What follows belongs to an exercise in optimizing a design on an open flow for small area; a production flow would make more cautious choices.
Function was checked by simulation only, so behaviour that the tests miss may differ from the original.
Power figures rest on the tool's default switching activity, not on a simulated workload.

## flow/design.v

```verilog
package yuv_fb_pkg;
    localparam int unsigned Y_SAMPLES_PER_WORD = 5;
    localparam int unsigned C_SAMPLES_PER_WORD = 18;
    localparam int unsigned Y_WORD_W           = 40;
    localparam int unsigned C_WORD_W           = 144;
    typedef enum logic [2:0] {
        IDLE   = 3'b000,
        LOAD   = 3'b001,
        LOAD2  = 3'b011,
        STREAM = 3'b010,
        DONE   = 3'b100
    } fb_state_e;
endpackage
module packed_lane_unpacker #(
    parameter int unsigned SAMPLES = 5,
    parameter int unsigned OW      = $clog2(SAMPLES)
) (
    input  logic [SAMPLES*8-1:0] q,
    input  logic [OW-1:0]        sel,
    output logic [7:0]           sample
);
    logic [SAMPLES-1:0] hot;
    always_comb begin
        for (int unsigned k = 0; k < SAMPLES; k++)
            hot[k] = (sel == OW'(k));
        sample = '0;
        for (int unsigned k = 0; k < SAMPLES; k++)
            sample = sample | (q[8*k +: 8] & {8{hot[k]}});
    end
endmodule
module yuv420_fb_reader #(
    parameter int unsigned WIDTH  = 640,
    parameter int unsigned HEIGHT = 480,
    parameter int unsigned Y_AW   = 16,
    parameter int unsigned C_AW   = 13
) (
    input  logic                MIPI_PIXEL_CLK,
    input  logic                RESET_N,
    input  logic                frame_start,
    output logic                busy,
    output logic                frame_done,
    output logic [Y_AW-1:0]     y_rdaddress,
    input  logic [yuv_fb_pkg::Y_WORD_W-1:0] y_q,
    output logic [C_AW-1:0]     u_rdaddress,
    input  logic [yuv_fb_pkg::C_WORD_W-1:0] u_q,
    output logic [C_AW-1:0]     v_rdaddress,
    input  logic [yuv_fb_pkg::C_WORD_W-1:0] v_q,
    output logic                pix_valid,
    input  logic                pix_ready,
    output logic [7:0]          pix_y,
    output logic [7:0]          pix_u,
    output logic [7:0]          pix_v,
    output logic                pix_sof,
    output logic                pix_eol
);
    localparam int unsigned YS = yuv_fb_pkg::Y_SAMPLES_PER_WORD;
    localparam int unsigned CS = yuv_fb_pkg::C_SAMPLES_PER_WORD;
    localparam int unsigned LINE_YW = WIDTH / YS;                  
    localparam int unsigned LW  = $clog2(LINE_YW);                 
    localparam int unsigned YOW = $clog2(YS);
    localparam int unsigned COW = $clog2(CS);
    localparam int unsigned C_BACK_W = (WIDTH / 2) / CS;           
    localparam int unsigned C_BACK_O = (WIDTH / 2) % CS;           
    yuv_fb_pkg::fb_state_e state_q, state_d;
    logic [Y_AW-1:0] ya, ya_n;      
    logic [YOW-1:0]  yo, yo_n;      
    logic [C_AW-1:0] ca, ca_n;      
    logic [COW-1:0]  co, co_n;      
    logic start, xfer, y_wrap, eol, last_row, c_step, c_wrap, rewind, c_borrow;
    assign start    = (state_q == yuv_fb_pkg::IDLE) && frame_start;
    assign xfer     = (state_q == yuv_fb_pkg::STREAM) && pix_ready;
    assign y_wrap   = (yo == YOW'(YS - 1));
    assign eol      = y_wrap && (ya[LW-1:0] == {LW{1'b1}});
    assign last_row = (ya[Y_AW-1:LW] == (Y_AW-LW)'(HEIGHT - 1));
    assign c_step   = xfer && (ya[0] ^ yo[0]);
    assign c_wrap   = (co == COW'(CS - 1));
    assign rewind   = (state_q == yuv_fb_pkg::LOAD) && ya[LW];
    assign c_borrow = (co < COW'(C_BACK_O));
    always_comb begin
        state_d = state_q;
        case (state_q)
            yuv_fb_pkg::IDLE:    if (frame_start) state_d = yuv_fb_pkg::LOAD;
            yuv_fb_pkg::LOAD:    state_d = yuv_fb_pkg::LOAD2;
            yuv_fb_pkg::LOAD2:   state_d = yuv_fb_pkg::STREAM;
            yuv_fb_pkg::STREAM:  if (xfer && eol) state_d = last_row ? yuv_fb_pkg::DONE : yuv_fb_pkg::LOAD;
            yuv_fb_pkg::DONE:    state_d = yuv_fb_pkg::IDLE;
            default: state_d = yuv_fb_pkg::IDLE;
        endcase
    end
    always_comb begin
        if (start) begin
            ya_n = '0;
            yo_n = '0;
        end else begin
            ya_n = ya + Y_AW'(xfer && y_wrap);
            yo_n = !xfer ? yo : y_wrap ? '0 : yo + 1'b1;
        end
        if (start) begin
            ca_n = '0;
            co_n = '0;
        end else if (rewind) begin
            ca_n = ca - (c_borrow ? C_AW'(C_BACK_W + 1) : C_AW'(C_BACK_W));
            co_n = c_borrow ? co + COW'(CS - C_BACK_O) : co - COW'(C_BACK_O);
        end else begin
            ca_n = ca + C_AW'(c_step && c_wrap);
            co_n = !c_step ? co : c_wrap ? '0 : co + 1'b1;
        end
    end
    always_ff @(posedge MIPI_PIXEL_CLK) begin
        if (!RESET_N)
            state_q <= yuv_fb_pkg::IDLE;
        else
            state_q <= state_d;
        ya <= ya_n;
        yo <= yo_n;
        ca <= ca_n;
        co <= co_n;
    end
    packed_lane_unpacker #(.SAMPLES(YS)) u_y_sel (.q(y_q), .sel(yo), .sample(pix_y));
    packed_lane_unpacker #(.SAMPLES(CS)) u_u_sel (.q(u_q), .sel(co), .sample(pix_u));
    packed_lane_unpacker #(.SAMPLES(CS)) u_v_sel (.q(v_q), .sel(co), .sample(pix_v));
    assign busy        = (state_q != yuv_fb_pkg::IDLE);
    assign frame_done  = (state_q == yuv_fb_pkg::DONE);
    assign pix_valid   = (state_q == yuv_fb_pkg::STREAM);
    assign pix_sof     = (ya == '0) && (yo == '0);
    assign pix_eol     = eol;
    assign y_rdaddress = ya_n;
    assign u_rdaddress = ca_n;
    assign v_rdaddress = ca_n;
endmodule
```

## flow/run.sh

```bash
#!/bin/bash
# synth_recipe.tcl (not shown) runs the flow's synth.tcl, then flattens the netlist and writes it again
# the make line also repeats each setting of config.mk as NAME=value (left out here)
make -C /OpenROAD-flow-scripts/flow DESIGN_CONFIG=/design/flow/config.mk WORK_HOME=/design/flow/orfs CLKGATE_MAP_FILE= SYNTH_SCRIPT=/design/flow/synth_recipe.tcl finish
```

## flow/constraint.sdc

```tcl
create_clock -name core_clock -period 5.0 [get_ports {MIPI_PIXEL_CLK}]
set_input_delay 1.0000 -clock core_clock [delete_from_list [all_inputs] [get_ports {MIPI_PIXEL_CLK}]]
set_output_delay 1.0000 -clock core_clock [all_outputs]
set_load 0.01 [all_outputs]
```

## flow/config.mk

```make
export PLATFORM = sky130hd
export DESIGN_NAME = yuv420_fb_reader
export DESIGN_NICKNAME = yuv420_fb_reader
export VERILOG_FILES = /design/flow/design.v
export SDC_FILE = /design/flow/constraint.sdc
export NUM_CORES = 4
export LEC_CHECK = 0
export CAP_MARGIN = 20
export CORE_MARGIN = 2
export CORE_UTILIZATION = 40
export SLEW_MARGIN = 20
```

==> results.cfg, run 1 <==
[outcome]
status = finished clean

[floorplanning]
die_area_um2 = 13000
rows = 40
ios = 403
core_um2 = 11900
initial_utilization = 0.405
die_h_um = 114
die_x_um = 114

[grt]
grt_start_max_net_pins = 55
grt.overflow.total = 0
grt_pass1_wl_um = 44300
grt_pass1_vias = 7386
grt_usage = 0.450
antenna_found_initial = 9

[cts]
path_clk_slew_ns = 0.06
cts_made_buffers = 5
htreeDepth = 2
clock_path_buffers = 2
cts_sinks = 40
cts.root.buffer_cell = clkbuf_16
insertion_delay_ns = 0.29
cts_tree = built

[timing]
final_max_slew_viol_count = 0
timing.fmax_mhz = 203
tightest_slew_ns = 0.788
slew_headroom = 0.474
clock_skew_ns = 0.00527
finalSetupTns_ns = 0
final-setup-viol-count = 0
worst_slack_ns = 0.0752
fin_crit_sh = 0.985
fin_hold_ws_ns = 0.540
hold_viol_final = 0
period_needed_ns = 4.92

[synth]
ys_warn_count = 3
avgSynthCellArea_um2 = 7.15
synth_ff_type = dfxtp_1
seq_area_frac_synth = 0.166
async_reset_ff_frac = 0
ys_seq_elements = 40
synth_edf_count = 0
synth_cell_types = 51
synthesis.nets = 1037
netlist_instances = 675
netlist_area_um2 = 4820

[routing]
drt-pass1-iter-count = 6
viasPerCell = 6.27
drcViolationCount = 0
drt_first_iter_violations = 1059
wl_um = 30900
vias = 7671
ant_nets = 0
post_drt_wl_per_cell_um = 25.2

[run]
drv_cap = 0

[worst_setup_path]
worstPathArrival_ns = 3.92
cp_max_fo = 3
cp.required_ns = 4.00
cp-end-kind = output pin
path_class = input port to output pin
cp-start-kind = input port

[finish]
layout-drive-gt1-share = 0.0777
finalNetCount = 1429
layout_common_cells = 388 x clkdlybuf4s50_1, 80 x a22oi_1, 68 x nand2_1
syn2layout_area_growth_pct = 93.2
fillers = 889
layout_commonest_cell = clkdlybuf4s50_1
fin_area_um2 = 9320

[placed_design]
placed_area_um2 = 9060
globalplace.congestion = 1.04
hpwl_um = 24700
dp_worst_setup_slack_ns = -0.376
portBuffers = 402

[power]
powerDensity_nw_per_um2 = 185
ir_worst_vdd_mv = 0.400
leakagePower_nw = 3.56

[min_path]
hp-class = register to register
## Yosys cell counts (3+ instances only)
library cell / count / share of area
a22oi_1: 81 / 0.13
nand2_1: 68 / 0.053
nor2_1: 41 / 0.032
dfxtp_1: 40 / 0.17
nand3_1: 39 / 0.040
clkbuf_1: 35 / 0.027
a21oi_1: 32 / 0.033
o21ai_0: 32 / 0.033
ha_1: 29 / 0.075
o22ai_1: 27 / 0.035
a222oi_1: 22 / 0.046
nor3_1: 22 / 0.023
inv_1: 17 / 0.013
buf_2: 14 / 0.015
buf_4: 14 / 0.022
nor2b_1: 11 / 0.014
xor2_1: 11 / 0.020
a32oi_1: 10 / 0.018
o21a_1: 10 / 0.016
buf_1: 9 / 0.0070
and2_1: 8 / 0.010
nand4_1: 8 / 0.010
a211oi_1: 7 / 0.011
a221oi_1: 7 / 0.013
a22o_1: 7 / 0.013
nand2b_1: 7 / 0.0091
and3_1: 6 / 0.0078
o211ai_1: 6 / 0.0093
o221ai_1: 6 / 0.011
xnor2_1: 6 / 0.011
a32o_1: 5 / 0.010
nor4_1: 5 / 0.0065
mux2i_1: 3 / 0.0062
nor3b_1: 3 / 0.0047
or3_1: 3 / 0.0039
## registers in the layout (all words and copies together), names as in the netlist
| signal | flops |
|---|---|
| ya | 16 |
| ca | 13 |
| co | 5 |
| state_q | 3 |
| yo | 3 |
## path summary, 6_finish.rpt
check,start,end,slack (ns),depth (start not counted)
max reg2reg,co[1],ca[11],1.60,13
min,yo[1],yo[1],0.54,2
max,pix_ready,v_rdaddress[12],0.08,15
min reg2reg,yo[1],yo[1],0.54,2
## per-layer routing
layer | GRT usage | part of all wire | vias to the layer above
li1 | - | - | 3428
met1 | 0.531 | 0.35 | 3531
met2 | 0.734 | 0.45 | 580
met3 | 0.156 | 0.14 | 126
met4 | 0.211 | 0.057 | 6
met5 | 0 | 0.0013 | -
## per-stage QoR
stage,cells,util,total power [mW]
2_1_floorplan,675,-,0.774
3_5_place_dp,1199,0.760,1.34
3_3_place_gp,1199,0.760,1.32
4_1_cts,1213,0.776,1.69
6_report,1224,0.782,1.73
5_1_grt,1217,0.781,1.79
## what timing repair did
item | in CTS | in global routing
pin swaps | 1 | 5
hold buffers | 0 | 0
buffers inserted | 6 | 2
endpoints found under the setup margin | 18 | 12
resized for setup | 8 | 17
## cell type report
cell class              count  area (µm²)  area share
repair buffers            457        4440       0.477
diodes                      9        22.5     0.00242
clock inverters             3        23.8     0.00255
flip-flops and latches     40         802      0.0861
clock buffers               5         125      0.0134
inverters                  18        67.6     0.00725
multi-input cells         545        3650       0.392
well taps                 147         184      0.0197
## worst max-delay path, stage by stage
cell	delay, ns
dlygate4sd2_1	0.26
and4bb_2	0.28
buf_4	0.12
nand2_1	0.08
a22oi_2	0.18
ha_2	0.23
fa_1	0.21
nor2b_2	0.06
o31a_1	0.26
o21a_1	0.21
o41ai_2	0.23
mux2i_1	0.27
buf_4	0.14
buf_4	0.11
dlygate4sd2_1	0.28
## cells by family after synthesis
group | synth area share
DFF | 0.166
buffers and inverters | 0.0845
xor gates and xnor gates | 0.0309
muxes | 0.00622
AOI/OAI and AO/OA | 0.408
and+or+nand+nor | 0.225
adders and majority gates | 0.0794
## where the power goes
group	switching, mW	internal, mW	total, mW
combinational	0.431	0.597	1.03
clock	0.147	0.186	0.333
sequential	0.0193	0.346	0.366
==> run 2, diff against run 1 <==
==> flow/flow/run.sh (new file) <==
#!/bin/bash
# Standard ORFS layout; the only change is that port buffering uses the
# smallest buffer cell (buf_1) instead of the one buffer_ports picks itself.
set -euo pipefail
bash standard.sh "BUFFER_PORTS_ARGS=-buffer_cell sky130_fd_sc_hd__buf_1" finish > standard_flow.log 2>&1
==> flow/standard.sh (new file) <==
#!/bin/bash
# synth_recipe.tcl (not shown) runs the flow's synth.tcl, then flattens the netlist and writes it again
# the make line also repeats each setting of config.mk as NAME=value (left out here)
make -C /OpenROAD-flow-scripts/flow DESIGN_CONFIG=/design/flow/config.mk WORK_HOME=/design/flow/orfs CLKGATE_MAP_FILE= SYNTH_SCRIPT=/design/flow/synth_recipe.tcl "${@:-finish}"
removed: flow/run.sh
==> results.cfg, run 2 <==
[timing]
timing.fmax_mhz = 216
finalSetupTns_ns = 0
slew_headroom = 0.390
hold_viol_final = 0
rsz0062_at_grt = false
final-setup-viol-count = 0
clock_skew_ns = 0.00934
worst_slack_ns = 0.368
final_max_slew_viol_count = 0
tightest_slew_ns = 0.915
fin_crit_sh = 0.926
period_needed_ns = 4.63

[routing]
ant_nets = 0
post_drt_wl_per_cell_um = 24.1
drt_first_iter_violations = 854
drcViolationCount = 0
drt-pass1-iter-count = 9
vias = 7412
viasPerCell = 6.25
wl_um = 28500

[worst_setup_path]
reg2reg_from = co[1]
path_class = input port to output pin
reg2reg_depth = 11
r2r-end = ca[11]
cp.required_ns = 4.00
worstPathArrival_ns = 3.63
crit_path_top_delay_cell = o41ai_2
crit_start = pix_ready
cpMostUsedCell = buf_1
slowest_delay_ns = 0.32
cp_cell_sequence = buf_1, and4bb_2, nand2_1, a22oi_1, ha_1, fa_1, nor2b_1, o31a_1, o21a_1, o41ai_2, mux2i_1, buf_1
endpoint = v_rdaddress[12]
reg2reg_slack_ns = 1.84
cp_max_fo = 7
cp-start-kind = input port
cp-end-kind = output pin

[cts]
cts_made_buffers = 5
post-cts-setup-buffer-count = 0
cts_sinks = 40
cts.root.buffer_cell = clkbuf_16
cts_resized = 0
htreeDepth = 2
insertion_delay_ns = 0.29
holdBufCountCts = 0
path_clk_slew_ns = 0.06
clock_path_buffers = 2
cts_tree = built

[finish]
reg.largest.list = ya x16, ca x13, co x5
layout-drive-gt1-share = 0.0350
post-route-util = 0.547
largest_register = ya
finalNetCount = 1391
largest_register_ff_count = 16
layout_common_cells = 402 x buf_1, 81 x a22oi_1, 68 x nand2_1
layout_commonest_cell = buf_1
syn2layout_area_growth_pct = 35.0

[synth]
synth.most_common_cell = a22oi_1
synth.cells.most_frequent = 81 x a22oi_1, 68 x nand2_1, 41 x nor2_1
post_synth_and_or_nand_nor_area_fraction = 0.225
ys_warn_count = 3
synth_edf_count = 0
yosys.area.top_type = dfxtp_1
synth_fa_ha_area_frac = 0.0794
async_reset_ff_frac = 0
seq_area_frac_synth = 0.166
synthesis.nets = 1037
netlist_area_um2 = 4820
netlist_instances = 675
synthTopCellsByArea = dfxtp_1 17%, a22oi_1 13%, ha_1 7.5%
synth_top_area_frac = 0.166
ys_seq_elements = 40
synth_cell_types = 51
synthMuxAreaShare = 0.00622
synth_compound_area_frac = 0.408
synthXorXnorAreaFrac = 0.0309
avgSynthCellArea_um2 = 7.15
synth_top_family_by_area = compound AO/OA/AOI/OAI gates
synth_ff_type = dfxtp_1

[power]
intPower_mw = 0.853
ir_worst_vdd_mv = 0.269
leakagePower_nw = 2.18
p_comb_frac = 0.460
powerDensity_nw_per_um2 = 212
power_mw = 1.38
switching_share = 0.383
power_frac_seq = 0.261
power.switching_mw = 0.529
clockPowerShare = 0.279

[placed_design]
portBuffers = 402
globalplace.congestion = 1.04
dp_worst_setup_slack_ns = 0.380
hpwl_um = 23400

[floorplanning]
die_x_um = 114
core_um2 = 11900
die_h_um = 114
die_area_um2 = 13000
ios = 403
initial_utilization = 0.405
rows = 40

[outcome]
status = finished clean

[min_path]
hp-class = register to register

[grt]
antenna_found_initial = 15
grt_usage = 0.418
grt_pass1_vias = 6582
grt.overflow.total = 0
grt_start_max_net_pins = 54
grt_pass1_wl_um = 39800

[run]
drv_cap = 0
-- run 2: kinds of logic after synthesis --
kind of cell,after synthesis
compound gates,269
xor+xnor,17
fa+ha+maj,30
buf+inv,90
flops,40
mux,3
simple gates,226
-- run 2: area by class of cell --
type / instances / area [µm²]
multi-input combinational: 545 / 3630
timing repair buffer: 419 / 1640
clock inverter: 2 / 38.8
fill: 1317 / 5400
inverter: 18 / 67.6
tap: 147 / 184
sequential: 40 / 802
antenna: 8 / 20.0
clock buffer: 6 / 139
-- run 2: worst max-delay path, delay by kind of cell --
kind	cells	cell delay, ns
AOI/OAI and AO/OA	4	1.04
and+or+nand+nor	3	0.54
adders and majority gates	2	0.42
buffers and inverters	2	0.35
muxes	1	0.29
-- run 2: metal layers --
metal  up-vias  wire length [µm]  track usage
met5         -               102            0
met2       504             12400        0.638
met1      3445             10500        0.499
li1       3355                 -            -
met4        16              1480        0.202
met3        92              4030        0.189
-- run 2: metrics by stage --
stage	cells	instance area, µm²	hold WS, ns
5_1_grt	1178	6500	0.574
3_5_place_dp	1169	6320	0.495
4_1_cts	1177	6490	0.505
3_3_place_gp	1169	6320	0.491
6_report	1185	6510	0.506
2_1_floorplan	675	4820	0.465
-- run 2: how the worst min path moves through the flow --
stage          slack (ns)  cells after the start  start     to
2_1_floorplan        0.46                      2  yo[1]  yo[1]
3_3_place_gp         0.49                      2  yo[1]  yo[1]
3_5_place_dp         0.49                      2  yo[1]  yo[1]
4_1_cts              0.51                      2  yo[1]  yo[1]
5_1_grt              0.57                      2  yo[1]  yo[1]
6_report             0.51                      2  yo[1]  yo[1]
-- run 2: power by group through the flow --
stage               Sequential (mW)  Combinational, mW  Clock, mW
floorplan                     0.363              0.411          0
finish                        0.361              0.635      0.386
CTS                           0.360              0.626      0.389
global placement              0.368              0.619          0
detailed placement            0.367              0.621          0
global route                  0.364              0.686      0.404

what the ideal ports hide:
The flow's constraints put no driver on any port. The routed layouts listed below were extracted and timed again, unchanged, in two steps. Step 1: set_driving_cell puts a clkbuf_16 on MIPI_PIXEL_CLK and a buf_2 on each other input, an assumption about the parent block. Step 2 moves the port delays by t, midway between the first and last clock arrival at a register: inputs arrive t later, outputs are due t later. That takes back most of the time a late clock gives input paths. a / b / c = ideal ports / drivers / drivers and shift; a / b = the first two.
run | t, ns | setup slack, ns | clock arrival spread, ns | worst data-port slew with drivers (ns) | cell pins on the clock port's net
run 1 | 0.323 | 0.075 / 0.037 / 0.037 | 0.005 / 0.005 | 0.12 | 1
run 2 | 0.321 | 0.368 / 0.289 / 0.289 | 0.010 / 0.010 | 0.14 | 1
After both steps setup and hold are still met in every run listed. The setup slack of run 2, which loses most, moves by -0.079 ns with the drivers and by -0.079 ns with both steps.
